Source: an optimization exercise on an open RTL-to-GDS flow (aim: small area, a short achievable clock period and few clock cycles per item). Production flows keep margins and buffers that such runs may drop. Only simulation tests tie the RTL to the original design; equivalence was not proved. Power figures rest on the tool's default switching activity, not on a simulated workload.

## line_follow_steering_core
module line_follow_steering_core (
   input  logic        clock,
   input  logic        reset,
   input  logic        req_valid,
   output logic        req_stall,
   input  logic [22:0] req_word,
   output logic        rsp_valid,
   input  logic        rsp_stall,
   output logic [17:0] rsp_word,
   input  logic        csr_write_en,
   input  logic [2:0]  csr_index,
   input  logic [15:0] csr_data
);
   logic [1:0]         mode;
   logic [7:0]         base;
   logic [3:0]         sharp;
   logic [3:0]         smooth;
   logic signed [15:0] gp;
   logic signed [15:0] gd;
   always_ff @(posedge clock) begin
      if (reset) begin
         mode   <= 2'd0;
         base   <= 8'd120;
         sharp  <= 4'd1;
         smooth <= 4'd1;
         gp     <= '0;
         gd     <= '0;
      end else if (csr_write_en) begin
         case (csr_index)
            3'd0: mode   <= csr_data[1:0];
            3'd1: base   <= csr_data[7:0];
            3'd2: sharp  <= csr_data[3:0];
            3'd3: smooth <= csr_data[3:0];
            3'd4: gp     <= csr_data;
            3'd5: gd     <= csr_data;
  ...
==> flow/config.mk <==
export PLATFORM = sky130hd
export DESIGN_NAME = line_follow_steering_core
export DESIGN_NICKNAME = line_follow_steering_core
export VERILOG_FILES = /design/flow/design.v
export SDC_FILE = /design/flow/constraint.sdc
export NUM_CORES = 4
export LEC_CHECK = 0
export CAP_MARGIN = 20
export CORE_MARGIN = 2
export CORE_UTILIZATION = 60
export PLACE_DENSITY = 0.75
export SLEW_MARGIN = 20
==> flow/constraint.sdc <==
create_clock -name core_clock -period 11.0 [get_ports {clock}]
set_input_delay 2.2000 -clock core_clock [delete_from_list [all_inputs] [get_ports {clock}]]
set_output_delay 2.2000 -clock core_clock [all_outputs]
set_load 0.01 [all_outputs]
standard.sh (not shown) runs the stock make flow with config.mk's settings and CLKGATE_MAP_FILE= SYNTH_SCRIPT=/design/flow/synth_recipe.tcl, a recipe that flattens the netlist after the stock synthesis.
==> flow/flow/run.sh <==
#!/bin/bash
set -euo pipefail
MARGIN=$(cat flow/margin.txt)
bash standard.sh SETUP_SLACK_MARGIN="$MARGIN" TNS_END_PERCENT=100 \
  BUFFER_PORTS_ARGS="-buffer_cell sky130_fd_sc_hd__buf_2" finish > flow_make.log 2>&1
==> flow/flow/margin.txt <==
6.5
The baseline completed with no timing, DRC or antenna violations.
Testbench counts at the start, summed over its fixed seeds: cycles 19,776, items 19,200.
==> next run, changes <==
==> flow/flow/margin.txt (replaced) <==
7
--- a/flow/config.mk
+++ b/flow/config.mk
@@ -9,4 +9,3 @@
 export CORE_MARGIN = 2
-export CORE_UTILIZATION = 60
-export PLACE_DENSITY = 0.75
+export CORE_UTILIZATION = 40
 export SLEW_MARGIN = 20
The new run passed the timing, DRC and antenna checks. Clock skew climbs by 0.0067 ns. Setup slack improves by 0.029 ns. Design area climbs by 12%. Global-route usage drops by 8.7 points. Utilization drops by 16 points. Critical path depth drops by 1.
==> next run, changes <==
==> flow/run.sh (new file) <==
#!/bin/bash
# synth_recipe.tcl (not shown) runs the flow's synth.tcl, then flattens the netlist and writes it again
# the make line also repeats each setting of config.mk as NAME=value (left out here)
make -C /OpenROAD-flow-scripts/flow DESIGN_CONFIG=/design/flow/config.mk WORK_HOME=/design/flow/orfs CLKGATE_MAP_FILE= SYNTH_SCRIPT=/design/flow/synth_recipe.tcl finish
removed: flow/flow/run.sh
removed: flow/flow/margin.txt
removed: flow/standard.sh
=>
- The new run ran to the end with no violations
- critical path depth is unchanged
- cell count fell by 5.9%
- power fell by about 11%
- area after synthesis stays the same
- via count decreases by about 7%
- first-iteration DRC count shrinks by about 30%
- wire length falls by 8.4%
- global-route usage goes down by 1.5 points
- worst setup slack gets worse by 0.63 ns
- design area fell by 12%
- hold slack barely changes
==> next run, changes <==
==> flow/flow/run.sh (new file) <==
#!/bin/bash
set -euo pipefail
MARGIN=$(cat flow/margin.txt)
bash standard.sh SETUP_SLACK_MARGIN="$MARGIN" TNS_END_PERCENT=100 \
  BUFFER_PORTS_ARGS="-buffer_cell sky130_fd_sc_hd__buf_2" finish > flow_make.log 2>&1
==> flow/flow/margin.txt (new file) <==
6.5
==> flow/standard.sh (new file) <==
#!/bin/bash
# synth_recipe.tcl (not shown) runs the flow's synth.tcl, then flattens the netlist and writes it again
# the make line also repeats each setting of config.mk as NAME=value (left out here)
make -C /OpenROAD-flow-scripts/flow DESIGN_CONFIG=/design/flow/config.mk WORK_HOME=/design/flow/orfs CLKGATE_MAP_FILE= SYNTH_SCRIPT=/design/flow/synth_recipe.tcl "${@:-finish}"
removed: flow/run.sh
Outcome: The new run completed with no timing, DRC or antenna violations. Sequential share of layout area went down by 0.37 points. Setup slack gets better by 0.63 ns. Power went up by 9.4%. Maximum frequency went up by 14%. Area after synthesis does not change. Critical path depth went up by 7.

## afterwards: timing with drivers on the ports
In the flow no input, the clock included, has a driving cell. The finished layouts below were timed again as built, in two steps.
Step 1 assumes that a clkbuf_16 drives the clock port and a buf_2 every other input.
Step 2, shift: input delay + t, output delay - t, t = (earliest + latest rising clock arrival at the registers) / 2. This alone moves slack from input paths to output paths.
a / b / c = ideal / step 1 / step 2; a / b = the first two.
run	shift t [ns]	setup WS [ns]	clock arrival spread, ns	pins driven straight from the clock port
the first run	0.527	6.412 / 6.412 / 6.253	0.012 / 0.012	1
the second run	0.534	6.441 / 6.441 / 6.399	0.018 / 0.018	1
the third run	0.548	5.812 / 5.812 / 5.794	0.018 / 0.017	1
the fourth run	0.534	6.442 / 6.442 / 6.231	0.014 / 0.014	1
After both steps setup and hold are still met in every run listed. The setup slack of the fourth run, which loses most, moves by 0.000 ns with the drivers and by -0.211 ns with both steps.
